This is an optimization exercise on Yosys and OpenROAD, whose aim is small area, not a production implementation.
Only simulation tests tie the RTL to the original design; equivalence was not proved.
Power figures rest on the tool's default switching activity, not on a simulated workload. The clock port is modelled as an ideal driver; clocking choices that lean on that would not hold on a real chip.

===== flow/design.v =====
`default_nettype none
module m8c_issp_target #(
    parameter int          VEC_SIZE       = 22,
    parameter int          POR_HI_CYCLES  = 15000,
    parameter int          POR_LO_CYCLES  = 4,
    parameter int          EXEC_BUSY_CLKS = 8,
    parameter int          EXEC_ZERO_BITS = 40,
    parameter logic [7:0]  EXEC_REG       = 8'hFF
) (
    input  logic                osc,
    input  logic                rst_n,
    input  logic                vdd_on,
    input  logic                sclk,
    input  logic                sdata_in,
    output logic                sdata_out,
    output logic                sdata_oe,
    output logic                vec_valid,
    output logic [VEC_SIZE-1:0] vec_data,
    output logic                exec_pulse,
    input  logic [7:0]          dbg_addr,
    output logic [7:0]          dbg_data
);
    localparam logic [2:0] c_ST_OFF   = 3'd0;
    localparam logic [2:0] c_ST_PORHI = 3'd1;
    localparam logic [2:0] c_ST_PORLO = 3'd2;
    localparam logic [2:0] c_ST_SHIFT = 3'd3;
    localparam logic [2:0] c_ST_BUSY  = 3'd4;
    localparam logic [2:0] c_ST_READY = 3'd5;
    localparam logic [2:0] c_ST_ZERO  = 3'd6;
    localparam logic [13:0] c_SH_FIRST = 14'd12;
    localparam logic [13:0] c_POR_HI_LAST = 14'(POR_HI_CYCLES - 1);
    logic [2:0]   r_state;
    logic         r_sclk_s1, r_sclk_s2, r_sclk_d;
    logic         r_sd_s1, r_sd_s2;
    logic [13:0]  r_cnt;
    logic [20:0]  r_shift;
    logic [7:0]   r_rd_data;
    logic [8:0]   r_addr;        
    logic         r_is_read;
    logic [4:0]   r_phase;
    logic [3:0]   r_pend_ring;
    logic [4:0]   r_pend_k;
    logic [7:0]   r_pend_data;
    logic [255:0] r_ring [16];
    logic         w_rise, w_fall, w_bit, w_in_rd, w_rd_bit;
    logic         w_commit, w_we, w_exec_arm, w_ins;
    logic [21:0]  w_vec;
    always_ff @(posedge osc) begin
        if (!rst_n) begin
            r_sclk_s1 <= 1'b0;
            r_sclk_s2 <= 1'b0;
            r_sclk_d  <= 1'b0;
        end else begin
            r_sclk_s1 <= sclk;
            r_sclk_s2 <= r_sclk_s1;
            r_sclk_d  <= r_sclk_s2;
        end
        r_sd_s1 <= sdata_in;
        r_sd_s2 <= r_sd_s1;
    end
    assign w_rise = r_sclk_s2 & ~r_sclk_d;
    assign w_fall = ~r_sclk_s2 & r_sclk_d;
    assign w_bit  = sdata_oe ? sdata_out : r_sd_s2;
    assign w_vec  = {r_shift, w_bit};
    always_ff @(posedge osc) r_phase <= r_phase + 5'd1;
    logic [3:0] r_pl;
    logic [7:0] r_ph;
    always_comb begin
        for (int i = 0; i < 4; i++) r_pl[i] = (r_phase[1:0] == 2'(i));
        for (int i = 0; i < 8; i++) r_ph[i] = (r_phase[4:2] == 3'(i));
    end
    assign w_ins = (r_pend_k == ~r_phase);
    for (genvar g = 0; g < 16; g++) begin : g_ring
        logic       ins, ins_n;
        logic [7:0] d0;
        assign ins   = w_ins && (r_pend_ring == 4'(g));
        assign ins_n = ~ins;
        for (genvar b = 0; b < 8; b++) begin : g_b
            m8c_sel2 u_sel (.a(r_ring[g][248 + b]), .a_en(ins_n), .b(r_pend_data[b]), .b_en(ins),
                            .y(d0[b]));
        end
        always_ff @(posedge osc)
            r_ring[g] <= {r_ring[g][247:0], d0};
    end
    assign w_commit   = rst_n && vdd_on && (r_state == c_ST_SHIFT) && w_fall
                        && r_cnt[5] && r_cnt[0];
    assign w_we       = w_commit && w_vec[21] && !w_vec[19] && (w_vec[2:0] == 3'b111);
    assign w_exec_arm = w_we && w_vec[20] && (w_vec[18:11] == EXEC_REG);
    logic [16:0] w_pend_nx;
    m8c_ld #(.W(17)) u_ld_pend (.q({r_pend_ring, r_pend_k, r_pend_data}),
                                .d({w_vec[20], w_vec[18:11], w_vec[10:3]}),
                                .ld(w_we), .keep(!w_we), .y(w_pend_nx));
    always_ff @(posedge osc) {r_pend_ring, r_pend_k, r_pend_data} <= w_pend_nx;
    logic [31:0] w_dsel;
    logic [7:0]  w_drsel;
    logic        w_dhit;
    logic [3:0] w_kl, w_l;
    logic [7:0] w_kh, w_h0, w_h;
    logic       w_c;
    always_comb begin
        for (int i = 0; i < 4; i++) w_kl[i] = (dbg_addr[1:0] == 2'(i));
        for (int i = 0; i < 8; i++) w_kh[i] = (dbg_addr[4:2] == 3'(i));
        for (int a = 0; a < 4; a++) begin
            w_l[a] = 1'b0;
            for (int i = 0; i < 4; i++) w_l[a] = w_l[a] | (w_kl[i] & r_pl[(a - i) & 3]);
        end
        w_c = 1'b0;
        for (int i = 0; i < 4; i++)
            for (int j = 0; j < 4; j++)
                if (i + j >= 4) w_c = w_c | (w_kl[i] & r_pl[j]);
        for (int b = 0; b < 8; b++) begin
            w_h0[b] = 1'b0;
            for (int i = 0; i < 8; i++) w_h0[b] = w_h0[b] | (w_kh[i] & r_ph[(b - i) & 7]);
        end
        for (int b = 0; b < 8; b++) w_h[b] = w_c ? w_h0[(b - 1) & 7] : w_h0[b];
        for (int s = 0; s < 32; s++) w_dsel[s] = w_h[s >> 2] & w_l[s & 3] & !w_dhit;
        for (int r = 0; r < 8; r++) w_drsel[r] = (dbg_addr[7:5] == 3'(r));
    end
    logic [7:0] w_dlvl1 [32];
    for (genvar sl = 0; sl < 32; sl++) begin : g_ds
        for (genvar b = 0; b < 8; b++) begin : g_db
            logic [7:0] col;
            for (genvar r = 0; r < 8; r++) begin : g_dr
                assign col[r] = r_ring[r][8*sl + b];
            end
            m8c_ohmux #(.N(8)) u_mux (.d(col), .s(w_drsel), .y(w_dlvl1[sl][b]));
        end
    end
    for (genvar b = 0; b < 8; b++) begin : g_db2
        logic [32:0] col;
        for (genvar sl = 0; sl < 32; sl++) begin : g_ds2
            assign col[sl] = w_dlvl1[sl][b];
        end
        assign col[32] = r_pend_data[b];
        m8c_ohmux #(.N(33)) u_mux (.d(col), .s({w_dhit, w_dsel}), .y(dbg_data[b]));
    end
    assign w_dhit   = !r_pend_ring[3] && (r_pend_ring[2:0] == dbg_addr[7:5])
                      && (r_pend_k == dbg_addr[4:0]);
    logic [4:0]  w_rel;
    logic [31:0] w_reldec;
    logic        w_rhit;
    logic [15:0] w_rrsel;
    logic [7:0]  w_rd_nx;
    assign w_rel  = r_addr[4:0] + r_phase;
    assign w_rhit = ({r_pend_ring, r_pend_k} == r_addr);
    always_comb begin
        for (int r = 0; r < 16; r++) w_rrsel[r] = (r_addr[8:5] == 4'(r));
        for (int t = 0; t < 32; t++) w_reldec[t] = (w_rel == 5'(t));
    end
    for (genvar j = 0; j < 8; j++) begin : g_rd
        localparam int SP = 2 * (8 - j) + 1;
        localparam int NT = (32 + SP - 1) / SP;
        logic [NT-1:0] tsel;
        logic [NT-1:0] lvl1;
        logic          tap;
        for (genvar t = 0; t < NT; t++) begin : g_rt
            logic [15:0] col;
            for (genvar r = 0; r < 16; r++) begin : g_rr
                assign col[r] = r_ring[r][8*(t*SP) + j];
            end
            assign tsel[t] = w_reldec[t*SP];
            m8c_ohmux #(.N(16)) u_mux (.d(col), .s(w_rrsel), .y(lvl1[t]));
        end
        m8c_ohmux #(.N(NT)) u_mux2 (.d(lvl1), .s(tsel), .y(tap));
        assign w_rd_nx[j] = w_rhit ? r_pend_data[j] : (|tsel) ? tap : r_rd_data[j];
    end
    always_ff @(posedge osc) r_rd_data <= w_rd_nx;
    assign w_in_rd  = r_is_read && (r_cnt[5:3] == 3'b011);
    assign w_rd_bit = w_rd_nx[~r_cnt[2:0]];
    logic        w_ld_sh, w_ld_ad;
    logic [21:0] w_vec_nx;
    logic [20:0] w_shift_nx;
    logic [9:0]  w_addr_nx;
    assign w_ld_sh = rst_n && vdd_on && (r_state == c_ST_SHIFT) && w_fall;
    assign w_ld_ad = w_ld_sh && (r_cnt[5:0] == 6'd22);
    m8c_ld #(.W(22)) u_ld_vec (.q(vec_data), .d(w_vec), .ld(w_commit), .keep(rst_n && !w_commit),
                               .y(w_vec_nx));
    m8c_ld #(.W(21)) u_ld_sh (.q(r_shift), .d(w_vec[20:0]), .ld(w_ld_sh), .keep(!w_ld_sh),
                              .y(w_shift_nx));
    m8c_ld #(.W(10)) u_ld_ad (.q({r_is_read, r_addr}),
                              .d({w_vec[10] & w_vec[8], w_vec[9], w_vec[7:0]}),
                              .ld(w_ld_ad), .keep(!w_ld_ad), .y(w_addr_nx));
    always_ff @(posedge osc) begin
        vec_data             <= w_vec_nx;
        r_shift              <= w_shift_nx;
        {r_is_read, r_addr}  <= w_addr_nx;
    end
    always_ff @(posedge osc) begin
        if (!rst_n || !vdd_on) begin
            r_state    <= c_ST_OFF;
            sdata_oe   <= 1'b0;
            sdata_out  <= 1'b0;
            vec_valid  <= 1'b0;
            exec_pulse <= 1'b0;
        end else begin
            vec_valid  <= 1'b0;
            exec_pulse <= 1'b0;
            case (r_state)
                c_ST_OFF: begin
                    r_state   <= c_ST_PORHI;
                    sdata_oe  <= 1'b1;
                    sdata_out <= 1'b1;
                    r_cnt     <= '0;
                end
                c_ST_PORHI: begin
                    if ((r_cnt & c_POR_HI_LAST) == c_POR_HI_LAST) begin
                        r_state   <= c_ST_PORLO;
                        sdata_out <= 1'b0;
                        r_cnt     <= '0;
                    end else begin
                        r_cnt <= r_cnt + 14'd1;
                    end
                end
                c_ST_PORLO: begin
                    if (w_rise || (r_cnt[1] && r_cnt[0])) begin
                        r_state  <= c_ST_SHIFT;
                        sdata_oe <= 1'b0;
                        r_cnt    <= c_SH_FIRST;
                    end else begin
                        r_cnt <= r_cnt + 14'd1;
                    end
                end
                c_ST_SHIFT: begin
                    if (w_rise) begin
                        sdata_oe  <= w_in_rd;
                        sdata_out <= w_in_rd && w_rd_bit;
                    end
                    if (w_fall) begin
                        if (r_cnt[5] && r_cnt[0]) begin
                            r_cnt     <= c_SH_FIRST;
                            vec_valid <= 1'b1;
                            if (w_exec_arm) begin
                                r_state   <= c_ST_BUSY;
                                sdata_oe  <= 1'b1;
                                sdata_out <= 1'b1;
                                r_cnt     <= '0;
                            end
                        end else begin
                            r_cnt <= r_cnt + 14'd1;
                        end
                    end
                end
                c_ST_BUSY: begin
                    if (w_fall) begin
                        if (r_cnt[2:0] == 3'd7) begin
                            r_state   <= c_ST_READY;
                            sdata_out <= 1'b0;
                            r_cnt     <= '0;
                        end else begin
                            r_cnt <= r_cnt + 14'd1;
                        end
                    end
                end
                c_ST_READY: begin
                    if (w_fall) begin
                        r_state  <= c_ST_ZERO;
                        sdata_oe <= 1'b0;
                    end
                end
                c_ST_ZERO: begin
                    if (w_fall) begin
                        if (r_cnt[5] && r_cnt[2] && r_cnt[1] && r_cnt[0]) begin
                            r_state    <= c_ST_SHIFT;
                            exec_pulse <= 1'b1;
                            r_cnt      <= c_SH_FIRST;
                        end else begin
                            r_cnt <= r_cnt + 14'd1;
                        end
                    end
                end
                default: begin
                    r_state  <= c_ST_OFF;
                    sdata_oe <= 1'b0;
                end
            endcase
        end
    end
endmodule
module m8c_ohmux #(
    parameter int N = 32
) (
    input  logic [N-1:0] d,
    input  logic [N-1:0] s,
    output logic         y
);
    localparam int G = N / 3;
    localparam int R = N - 3 * G;
    logic [(G > 0 ? G : 1)-1:0] g;
    logic         rest;
    if (G == 0) begin : g_none
        assign g = 1'b1;
    end
    for (genvar k = 0; k < G; k++) begin : g_grp
        m8c_aoi222 u_aoi (.a0(d[3*k]), .b0(s[3*k]), .a1(d[3*k+1]), .b1(s[3*k+1]),
                          .a2(d[3*k+2]), .b2(s[3*k+2]), .y(g[k]));
    end
    if (R == 2) begin : g_r2
        assign rest = (d[N-2] & s[N-2]) | (d[N-1] & s[N-1]);
    end else if (R == 1) begin : g_r1
        assign rest = d[N-1] & s[N-1];
    end else begin : g_r0
        assign rest = 1'b0;
    end
    assign y = ~(&g) | rest;
endmodule
module m8c_sel2 (
    input  logic a, a_en, b, b_en,
    output logic y
);
    assign y = (a & a_en) | (b & b_en);
endmodule
module m8c_ld #(
    parameter int W = 8
) (
    input  logic [W-1:0] q,
    input  logic [W-1:0] d,
    input  logic         ld,
    input  logic         keep,
    output logic [W-1:0] y
);
    for (genvar i = 0; i < W; i++) begin : g_b
        m8c_sel2 u_sel (.a(q[i]), .a_en(keep), .b(d[i]), .b_en(ld), .y(y[i]));
    end
endmodule
module m8c_aoi222 (
    input  logic a0, b0, a1, b1, a2, b2,
    output logic y
);
    assign y = ~((a0 & b0) | (a1 & b1) | (a2 & b2));
endmodule
module m8c_aoi22 (
    input  logic a0, b0, a1, b1,
    output logic y
);
    assign y = ~((a0 & b0) | (a1 & b1));
endmodule
`default_nettype wire

===== flow/flow/run.sh =====
#!/bin/bash
# The standard layout (standard.sh) with two changes:
#  - clock tree synthesis runs without dummy loads (-dont_use_dummy_load);
#    its clustering settings are config.mk's CTS_* settings;
#  - the buffer that global placement puts on every input and output port is
#    sky130_fd_sc_hd__buf_2 instead of the flow's default pick.
# make's full output goes to flow.log; each ORFS step also keeps its own log
# under orfs/logs/.
set -euo pipefail
export CTS_ARGS="-sink_clustering_enable -repair_clock_nets -dont_use_dummy_load -sink_clustering_size 30 -sink_clustering_max_diameter 80 -buf_list sky130_fd_sc_hd__clkbuf_16"
export BUFFER_PORTS_ARGS="-buffer_cell sky130_fd_sc_hd__buf_2"
bash standard.sh finish > flow.log 2>&1

===== flow/standard.sh =====
#!/bin/bash
# synth_recipe.tcl (not shown) runs the flow's synth.tcl, then flattens the netlist and writes it again
# the make line also repeats each setting of config.mk as NAME=value (left out here)
make -C /OpenROAD-flow-scripts/flow DESIGN_CONFIG=/design/flow/config.mk WORK_HOME=/design/flow/orfs CLKGATE_MAP_FILE= SYNTH_SCRIPT=/design/flow/synth_recipe.tcl "${@:-finish}"

===== flow/config.mk =====
export PLATFORM = sky130hd
export DESIGN_NAME = m8c_issp_target
export DESIGN_NICKNAME = m8c_issp_target
export VERILOG_FILES = /design/flow/design.v
export SDC_FILE = /design/flow/constraint.sdc
export NUM_CORES = 4
export LEC_CHECK = 0
export CAP_MARGIN = 20
export CORE_MARGIN = 2
export CORE_UTILIZATION = 70
export CTS_BUF_LIST = sky130_fd_sc_hd__clkbuf_16
export CTS_CLUSTER_DIAMETER = 80
export CTS_CLUSTER_SIZE = 30
export SETUP_SLACK_MARGIN = 0.2
export SLEW_MARGIN = 20
export SYNTH_HIERARCHICAL = 1

===== flow/constraint.sdc =====
create_clock -name core_clock -period 6.0 [get_ports {osc}]
set_input_delay 1.2000 -clock core_clock [delete_from_list [all_inputs] [get_ports {osc}]]
set_output_delay 1.2000 -clock core_clock [all_outputs]
set_load 0.01 [all_outputs]

==> out/results.txt, run 1 <==
Counting flops with an async set or reset pin after synthesis yields a share of 0%. Largest family of logic cells by synthesized area: compound AO/OA/AOI/OAI gates. Clock latency on the worst-skew pair, taken at its later pin, is 850 ps.

The die outline width came out at 385 um. The layout has 8562 filler cells. After detailed routing, the number of vias per cell comes to 6.68. In this run, the number of DRC markers left after iteration 0 of detailed routing was 10500. The critical path goes through inv_1 > ha_1 > a21oi_1 > o21ai_2 > buf_4 > nand2_1 > mux2i_1 > a32oi_1 > nor2_1 > a222oi_1 > nand3_1 > or3_4 > buf_2. The net count after synthesis is 6426. Per report_power, the sequential group accounts for 68.3% of the total. The smallest clock period supported by the final layout is computed as 5750 ps. The max-cap check violation count was 0; the final hold violation count was 0.

For the largest net degree at the start of global routing, the log shows 128. For this run, the post-layout net count is 6719. The die height works out to 385 um. The initial antenna violation count was 31.

Of all nets on the critical path, the largest fanout is 8. Detailed placement finished with a half-perimeter wire length of 172000 um. The logs give 270000 um for the sum of routed wire length over all layers and 0 for the remaining global-route overflow. The post-route netlist has 6.34% of its cells at a drive strength greater than 1.

The maximum count of clock buffers along a single path is 3. Internal power comes to 32800 uW. For the final-layout setup total negative slack, the log shows 0 ps. Sum of met3 wire segment lengths after detailed routing: 29800 um. The kind of start point of the critical path was a flip-flop.

Setup repair after global routing could not meet its margin everywhere. Most frequent cell after synthesis: dfxtp_1. For the clock buffer count from CTS, the log shows 161. The fraction of the mapped netlist area in compound gates is 12.2%. The flow ran to the end and the layout has no timing, DRC or antenna violations. TritonCTS built the clock tree. The first-pass GRT wire length came out at 387000 um.

The tools report the register cell area after layout as 84300 um^2. The arrival time of the worst setup path is 4550 ps. In this run switching power makes up 19.7% of total power. The run gives 250 ps as the worst hold slack. VDD sags by at most 0.368 mV. The run gives 40900 uW as the sum of internal, switching and leakage power. The largest clock skew in the final design was 100 ps. Summed over all cells, the static leakage comes to 0.0415 uW.

After technology mapping, the gate count stands at 6401. The number of primary I/O pins is 47, and the CTS sink count is 4205. The basic-gate share of the synthesized area counting and, or, nand and nor cells was 3.48%; the overall die area was 148000 um^2.

The count of nets left with antenna violations once routing finished came out at 0. Sorting the synthesized cells by area gives the leading types as dfxtp_1 (83%), a222oi_1 (7.9%), a22oi_1 (1.9%). On the worst path, the slowest cell contributes a delay of 1050 ps. The pre-CTS setup slack was 174 ps; the number of synthesized flops with an enable pin was 14.

The post-synthesis instance area was 101000 um^2; the transition time at the pin with the least slew margin was 1260 ps. The congestion estimate from routability-driven global placement came to 0.993. In this run the power spent charging and discharging nets is 8060 uW. Of the synthesized area, sequential elements account for 83.2%. The highest metal layer carrying signal wires in the routed design is met5. The clock network burns 30.9% of the power. The power per cell area came out at 373 nW/um^2. In the final layout, the multi-input gates occupy 17200 um^2. The highest attainable clock frequency is 174 MHz, and the number of global-route vias before repair is 55800.

The category of the most critical setup path is flip-flop to primary output. For the global-route total usage across every layer, the log shows 36.1%. The synthesized netlist devotes 0.155% of its cell area to adder and majority cells. Commonest register cell after synthesis: dfxtp_1. On the critical path, the stage with the largest delay is an instance of nor2_1.

In the routed design, unresolved DRC markers number 0. Dividing the detail-routed wire length by the instance count gives 31.4 um. The run gives 57500 as the via count. Counting flops and latches in the post-synthesis netlist gives 4205. dfxtp_1 takes more of the synthesized area than any other cell. The run gives 10 as the Yosys warning count.

Clock tree synthesis selected as its root buffer the cell clkbuf_16. The total iterations of the first detailed-routing run was 14; the count of port buffers added during placement was 46. Headroom to the max-slew limit came out at 15.4%. The netlist uses 79 different library cells. Summed over all nets, wire length on met2 after detailed routing comes to 118000 um. Power share of the combinational group: 0.8%.

The area share of the largest cell type after synthesis is 82.7%. In the post-route analysis, the smallest setup slack over all paths is 253 ps. From synthesis to final layout, the design area changed by 8.03%. Setup violations remaining at the end of the flow were counted as 0.

After synthesis, the share of cell area in mux cells is 0.230%. Of the available clock period, the critical path in the final layout requires 95.8%. The clock transition at the registers of the reported paths was 110 ps. Deepest level of the CTS H-tree: 4. Sorting the synthesized cells by how often they occur yields dfxtp_1 (4191), a222oi_1 (801), nand3_1 (287). The data required time at the worst endpoint is 4800 ps, and the mean cell area of the mapped netlist is 15.8 um^2. The initial utilization of the core area, before any placement, comes to 70.6%. The type of the tightest min-delay check was flip-flop to flip-flop. Summing the areas of all xor and xnor instances in the mapped netlist gives 0.489% of the synthesized area. After detailed routing, the wire length on met1 is 108000 um. The sort of element at the end of the critical path was a primary output. The run gives 0 as the number of pins with negative max-slew slack in the final report.

The floorplan step defined a core boundary enclosing 144000 um^2. The placement row count was 139.
routing by layer:
layer	vias up	track usage [%]
li1	24900	-
met1	28600	49.4
met2	3423	53.7
met3	654	9.61
met4	10	17.5
met5	-	0
final cells by class:
class	instances	area share, %
antenna	19	0.0434
clock buffer	161	3.68
inverter	37	0.127
multi-input combinational	2125	15.7
sequential	4205	77.0
tap	1903	2.17
timing repair buffer	164	1.33
power by group through the flow:
stage	Combinational (uW)	Clock (uW)	Sequential (uW)
4_1_cts	327	12700	27900
5_1_grt	354	13600	27900
6_report	344	12600	27900
3_3_place_gp	315	0	28600
3_5_place_dp	322	0	28600
2_1_floorplan	182	0	28600
final timing paths:
check                      start             end  slack, ps  cells after the start
setup / recovery      r_phase[1]     dbg_data[7]        250                     13
hold / removal    r_ring[15][88]  r_ring[15][96]        250                      0
setup reg to reg       r_addr[5]       sdata_out        910                     13
hold reg to reg   r_ring[15][88]  r_ring[15][96]        250                      0
state kept, by name, summed over array words and instances (netlist names):
name         cells
r_shift         21
sdata_out        1
r_sd_s2          1
r_sclk_d         1
vec_valid        1
r_pend_ring      4
r_cnt           14
r_sclk_s2        1
r_pend_k         5
vec_data        22
r_sclk_s1        1
r_ring        4096
r_rd_data        8
r_sd_s1          1
r_phase          5
exec_pulse       1
r_pend_data      8
r_addr           9
sdata_oe         1
r_is_read        1
r_state          3
what timing repair did:
| item | in CTS | in global routing |
|---|---|---|
| hold buffers | 0 | 0 |
| setup endpoints to repair | 8 | 8 |
| gates resized for setup | 16 | 15 |
| setup buffers | 0 | 4 |
| pin swaps | 4 | 5 |
modules after synthesis (local to each module, per instance), a selection:
| module | cells inside | flip-flops and latches |
|---|---|---|
| m8c_issp_target | 4734 | 4205 |
| m8c_aoi222 | 1 | 0 |
| m8c_sel2 | 1 | 0 |
per-stage QoR:
| step | utilization [%] | instance area [um^2] | std cells |
|---|---|---|---|
| 4_1_cts | 76.1 | 109000 | 8587 |
| 3_3_place_gp | 73.2 | 105000 | 8422 |
| 6_report | 76.2 | 110000 | 8614 |
| 2_1_floorplan | - | 102000 | 6401 |
| 5_1_grt | 76.2 | 109000 | 8599 |
| 3_5_place_dp | 73.3 | 105000 | 8426 |
logic make-up after synthesis:
family,count (synthesis)
compound gates,1348
xor+xnor,52
fa+ha+maj,12
buf+inv,71
flops,4205
mux,17
simple gates,696
critical path: cells and delay by family, from the launching register on:
family	cells	cell delay, ps
DFF	1	390
adders and majority gates	1	220
muxes	1	310
AOI/OAI and AO/OA	4	890
and+or+nand+nor	4	1520
buffers and inverters	3	420
placed cells by master (no fill, tap or decap), drive strengths merged, types with 17 or more instances in the layout:
| master | synthesis | routed |
|---|---|---|
| buf | 13 | 160 |
| nand2 | 93 | 93 |
| nor2 | 93 | 93 |
| a222oi | 801 | 801 |
| nor2b | 17 | 17 |
| dfxtp | 4191 | 4191 |
| diode | 0 | 19 |
| a22oi | 260 | 260 |
| clkbuf | 21 | 165 |
| xor2 | 25 | 25 |
| a21oi | 17 | 17 |
| inv | 37 | 37 |
| o21ai | 19 | 19 |
| nor3 | 25 | 25 |
| xnor2 | 26 | 26 |
| and3 | 44 | 44 |
| a22o | 200 | 200 |
| nand3 | 287 | 287 |
| nand4 | 68 | 68 |
==> run 2, diff against run 1 <==
--- a/flow/design.v
+++ b/flow/design.v
@@ -63,12 +63,6 @@
     assign w_bit  = sdata_oe ? sdata_out : r_sd_s2;
     assign w_vec  = {r_shift, w_bit};
     always_ff @(posedge osc) r_phase <= r_phase + 5'd1;
-    logic [3:0] r_pl;
-    logic [7:0] r_ph;
-    always_comb begin
-        for (int i = 0; i < 4; i++) r_pl[i] = (r_phase[1:0] == 2'(i));
-        for (int i = 0; i < 8; i++) r_ph[i] = (r_phase[4:2] == 3'(i));
-    end
     assign w_ins = (r_pend_k == ~r_phase);
     for (genvar g = 0; g < 16; g++) begin : g_ring
         logic       ins, ins_n;
@@ -94,26 +88,10 @@
     logic [31:0] w_dsel;
     logic [7:0]  w_drsel;
     logic        w_dhit;
-    logic [3:0] w_kl, w_l;
-    logic [7:0] w_kh, w_h0, w_h;
-    logic       w_c;
+    logic [4:0] w_dslot;
+    assign w_dslot = dbg_addr[4:0] + r_phase;
     always_comb begin
-        for (int i = 0; i < 4; i++) w_kl[i] = (dbg_addr[1:0] == 2'(i));
-        for (int i = 0; i < 8; i++) w_kh[i] = (dbg_addr[4:2] == 3'(i));
-        for (int a = 0; a < 4; a++) begin
-            w_l[a] = 1'b0;
-            for (int i = 0; i < 4; i++) w_l[a] = w_l[a] | (w_kl[i] & r_pl[(a - i) & 3]);
-        end
-        w_c = 1'b0;
-        for (int i = 0; i < 4; i++)
-            for (int j = 0; j < 4; j++)
-                if (i + j >= 4) w_c = w_c | (w_kl[i] & r_pl[j]);
-        for (int b = 0; b < 8; b++) begin
-            w_h0[b] = 1'b0;
-            for (int i = 0; i < 8; i++) w_h0[b] = w_h0[b] | (w_kh[i] & r_ph[(b - i) & 7]);
-        end
-        for (int b = 0; b < 8; b++) w_h[b] = w_c ? w_h0[(b - 1) & 7] : w_h0[b];
-        for (int s = 0; s < 32; s++) w_dsel[s] = w_h[s >> 2] & w_l[s & 3] & !w_dhit;
+        for (int s = 0; s < 32; s++) w_dsel[s] = (w_dslot == 5'(s)) && !w_dhit;
         for (int r = 0; r < 8; r++) w_drsel[r] = (dbg_addr[7:5] == 3'(r));
     end
     logic [7:0] w_dlvl1 [32];
==> run 2 against run 1 <==
  * Global-route usage is 0.59 points lower
  * Sequential cell count stayed put
  * Synthesized cell count is 0.30% lower
  * Final cell count is 0.41% lower
  * Register-to-register slack better by 290 ps
  * First-iteration DRC count is 2.4% lower
  * Clock skew is 19 ps lower
  * Die area is 0.15% lower
  * Synthesized area is 0.15% lower
  * Sequential share of layout area is 0.13 points higher
  * Critical endpoint is now dbg_data[1]
==> out/results.txt, run 2 <==
The kind of start point of the critical path was an input port. The logs give 8406 for the placed instance count and 174 MHz for the highest attainable clock frequency. Entering global routing, the biggest net connects 149 pins. Before CTS, the worst setup slack after placement is -34.0 ps. The via count came out at 56800. The net count after synthesis was 6409. The number of primary I/O pins is 47, and the biggest fanout along the worst timing path is 4.

Global routing consumed, on the met2 layer, 54.2% of the routing resources. For this run, the number of Yosys warnings is 10. The initial antenna violation count was 30.

The register bank with the most flops is r_ring. Tracing the worst setup path back leads to its startpoint at dbg_addr[0]. Relative to the synthesized area, the layout overhead comes to 8.00%. The path class of the tightest hold or removal check is flip-flop to flip-flop. In the synthesized netlist, the cells that appear most often are dfxtp_1 (4191), a222oi_1 (800), nand3_1 (286). Number of global-route vias before repair: 55500.

Summed over all layers, the global routing overflow is 0. The area of the placeable core is 144000 um^2, and the average wire length per cell after detail routing is 31.0 um. The tools report the capturing element of the worst setup path as dbg_data[1]. The final hold violation count is 0, and the sequential element share of the synthesized area is 83.3%.

The mean cell area of the mapped netlist came out at 15.9 um^2. In the post-synthesis netlist, the biggest area contributors are dfxtp_1 (83%), a222oi_1 (7.9%), a22oi_1 (1.9%). The first routing iteration left 10200 violations. In this run, synthesis produced a sequential element count of 4205.

The tool flagged a number of max-cap violations equal to 0. The instance count of the mapped netlist was 6382; the detailed placer's ending HPWL was 170000 um. The final cell count without fillers is 8579, and the first-pass GRT wire length is 381000 um. After the last flow step, the layout net total stands at 6701.

The run gives 14 as the total iterations of the first detailed-routing run. Final critical delay including setup and external delays: 5750 ps. Port buffering added 46 buffers. In this run the tightest slew margin relative to its limit is 9.97%.

The run gives 4205 as the CTS sink count. The worst register-to-register path has a depth of 14. For this block, the routed nets add up to 266000 um of wire.

Power comes to 40900 uW. For the final number of setup-violating endpoints, the log shows 0. Summed over all instances, the cell type with the most area after synthesis is dfxtp_1. The cell sitting at the root of the clock tree is a clkbuf_16. For the data required time at the worst endpoint, the log shows 4800 ps.

Once the floorplan was initialized, standard cells occupied 70.5% of the core. VDD sags by at most 0.353 mV. The library cells used most frequently in the layout, excluding fill and tap cells, are dfxtp_1 (4191), a222oi_1 (800), nand3_1 (286), a22oi_1 (258), a22o_1 (199).

Summing all multi-input logic gate instances after layout gives 17000 um^2. TritonCTS built the clock tree. In this run the remaining antenna-violating nets after routing total 0. The worst setup path is of the input port to primary output kind.

The floorplan has 139 rows. In the routed design, unresolved DRC markers number 0. The worst-case setup margin in the final layout is 249 ps.

Among all cell types in the netlist, the one instantiated most often is dfxtp_1. The arrival time of the worst setup path came out at 4550 ps. In this run the critical register-to-register path is captured at sdata_out.

The synthesized netlist contains 74 unique library cells. The final-layout setup total negative slack was 0 ps. The power per cell area was 374 nW/um^2.

Leaving out fill and tap cells, the most frequent cell in the layout is dfxtp_1. Global routing used 35.5% of the available tracks across all layers. In this run the vertical extent of the chip is 384 um. Dividing the final minimum period by the clock period gives 95.8%. In this run the static leakage power is 0.0416 uW. In this run the deepest clock path goes through 3 buffers. The register cell area after layout is 84300 um^2, and the final cell area excluding filler cells is 109000 um^2. The global-route met3 utilization is 9.43%, and the overall die area is 148000 um^2. The layer flagged by global routing as most heavily used is met2.

Across the routed clock network, the largest skew measured is 80.8 ps. Number of pins with negative max-slew slack in the final report: 0. The tools report the sort of element at the end of the critical path as a primary output.

The run finished with no timing, DRC or antenna violations. The clock transition at the registers of the reported paths was 110 ps. The flip-flop count of the largest register after layout is 4096.

Yosys mapped a number of flops with a built-in enable equal to 14. The largest registers in the layout are r_ring: 4096 flops, vec_data: 22 flops, r_shift: 21 flops. The fraction of layout instances using a drive strength above 1 is 6.10%. Clock latency on the worst-skew pair, taken at its later pin, is 850 ps. Commonest register cell after synthesis: dfxtp_1. The number of buffers added to fix hold violations after cts came out at 0. The worst register-to-register path begins at r_addr[6].

Global routing consumed, on the met1 layer, 48.9% of the routing resources. The ratio of routed vias to standard cells was 6.62. The tools report the area after detailed placement as 105000 um^2. The number of clock buffers added by TritonCTS is 161. The logs give 101000 um^2 for the post-synthesis instance area and 1200 ps for the internal reg-to-reg setup slack.

CTS built an H-tree with a depth of 4. Setup repair after global routing could not meet its margin everywhere. The logs give 8336 for the number of fill cells and 0.946 for the final weighted congestion of routability-driven global placement. For this run, asynchronously set or reset flops after synthesis account for 0%. In this run the horizontal extent of the chip is 384 um. At the pin with the least slew margin, the transition time is 1350 ps. Summed over its instances, the top area cell type makes up 82.9% of the synthesized netlist area.
[run 2: worst min-delay path by stage]
stage	startpoint	end	depth (start not counted)
3_5_place_dp	r_ring[11][157]	r_ring[11][165]	0
4_1_cts	r_ring[12][188]	r_ring[12][196]	0
6_report	r_ring[12][188]	r_ring[12][196]	0
5_1_grt	r_ring[12][188]	r_ring[12][196]	0
3_3_place_gp	r_ring[15][145]	r_ring[15][153]	0
2_1_floorplan	r_ring[10][92]	r_ring[10][100]	0
[run 2: logic make-up (layout without fill, tap and decap cells)]
group	Yosys count	after routing	share of synthesized area, %
mux	15	15	0.171
flops	4205	4205	83.3
other cells	0	4	0
compound gates	1339	1339	12.1
buf+inv	67	357	0.263
fa+ha+maj	14	14	0.188
xor+xnor	50	50	0.473
simple gates	692	692	3.47
[run 2: per-layer routing]
metal | up-vias | wire [um]
met3 | 611 | 29700
met1 | 28100 | 106000
met2 | 3273 | 119000
met5 | - | 136
met4 | 22 | 11300
li1 | 24700 | -
[run 2: timing repair]
| item | in CTS | in global routing |
|---|---|---|
| endpoints found under the setup margin | 8 | 8 |
| resized for setup | 11 | 15 |
| buffers inserted | 0 | 1 |
| pin swaps | 1 | 7 |
[run 2: layout make-up]
class | count | area share, %
Antenna cell | 4 | 0.00915
Timing Repair Buffer | 161 | 1.30
Multi-Input combinational cell | 2110 | 15.6
Inverter | 35 | 0.120
Tap cell | 1903 | 2.18
Clock buffer | 161 | 3.68
Sequential cell | 4205 | 77.1
[run 2: worst max-delay path, cell delays in order]
cell,delay (ps)
buf_2,160
ha_1,250
fa_2,390
a21o_1,190
a21oi_2,180
xnor2_2,200
nor2_1,150
nand2_1,180
nor2_1,70
buf_4,170
a222oi_1,610
nand4_1,190
or3_4,440
buf_2,150
[run 2: Yosys stat by module (local to each module, per instance), excerpt]
module           cell area, um^2  flops+latches  cells inside
m8c_aoi222                  10.0              0             1
m8c_issp_target            87400           4205          4715
m8c_sel2                    8.76              0             1
[run 2: metrics by stage]
stage	hold WS (ps)	utilization, %
2_1_floorplan	310	-
3_3_place_gp	310	73.1
3_5_place_dp	312	73.2
4_1_cts	260	76.0
5_1_grt	263	76.1
6_report	271	76.1
[run 2: where the power goes]
| group | internal [uW] | leakage [uW] | switching [uW] | total, uW |
|---|---|---|---|---|
| combinational | 71.0 | 0.00574 | 292 | 363 |
| sequential | 27900 | 0.0339 | 13.7 | 27900 |
| clock | 4850 | 0.00198 | 7740 | 12600 |
| total | 32800 | 0.0416 | 8050 | 40900 |

## static timing again, ports no longer ideal
Ports are ideal in the flow. The routed layouts listed here were re-timed in OpenROAD.
Step 1 assumes that a clkbuf_16 drives the clock port and a buf_2 every other input.
Step 2 times the ports against the registers' clock, not the clock port: input delays grow and output delays shrink by t, the midpoint of the rising clock arrivals with the driver on.
Three values: ideal ports, drivers, drivers and shift; two values: the first two.
run | t (ns) | setup slack, ns | worst setup path after step 2 | cell pins on the clock port's net
run 1 | 0.888 | 0.253 / 0.166 / 0.178 | input to output | 1
run 2 | 0.894 | 0.249 / 0.102 / 0.102 | input to output | 1
After both steps setup and hold are still met in every run listed. The setup slack of run 2, which loses most, moves by -0.147 ns with the drivers and by -0.147 ns with both steps.
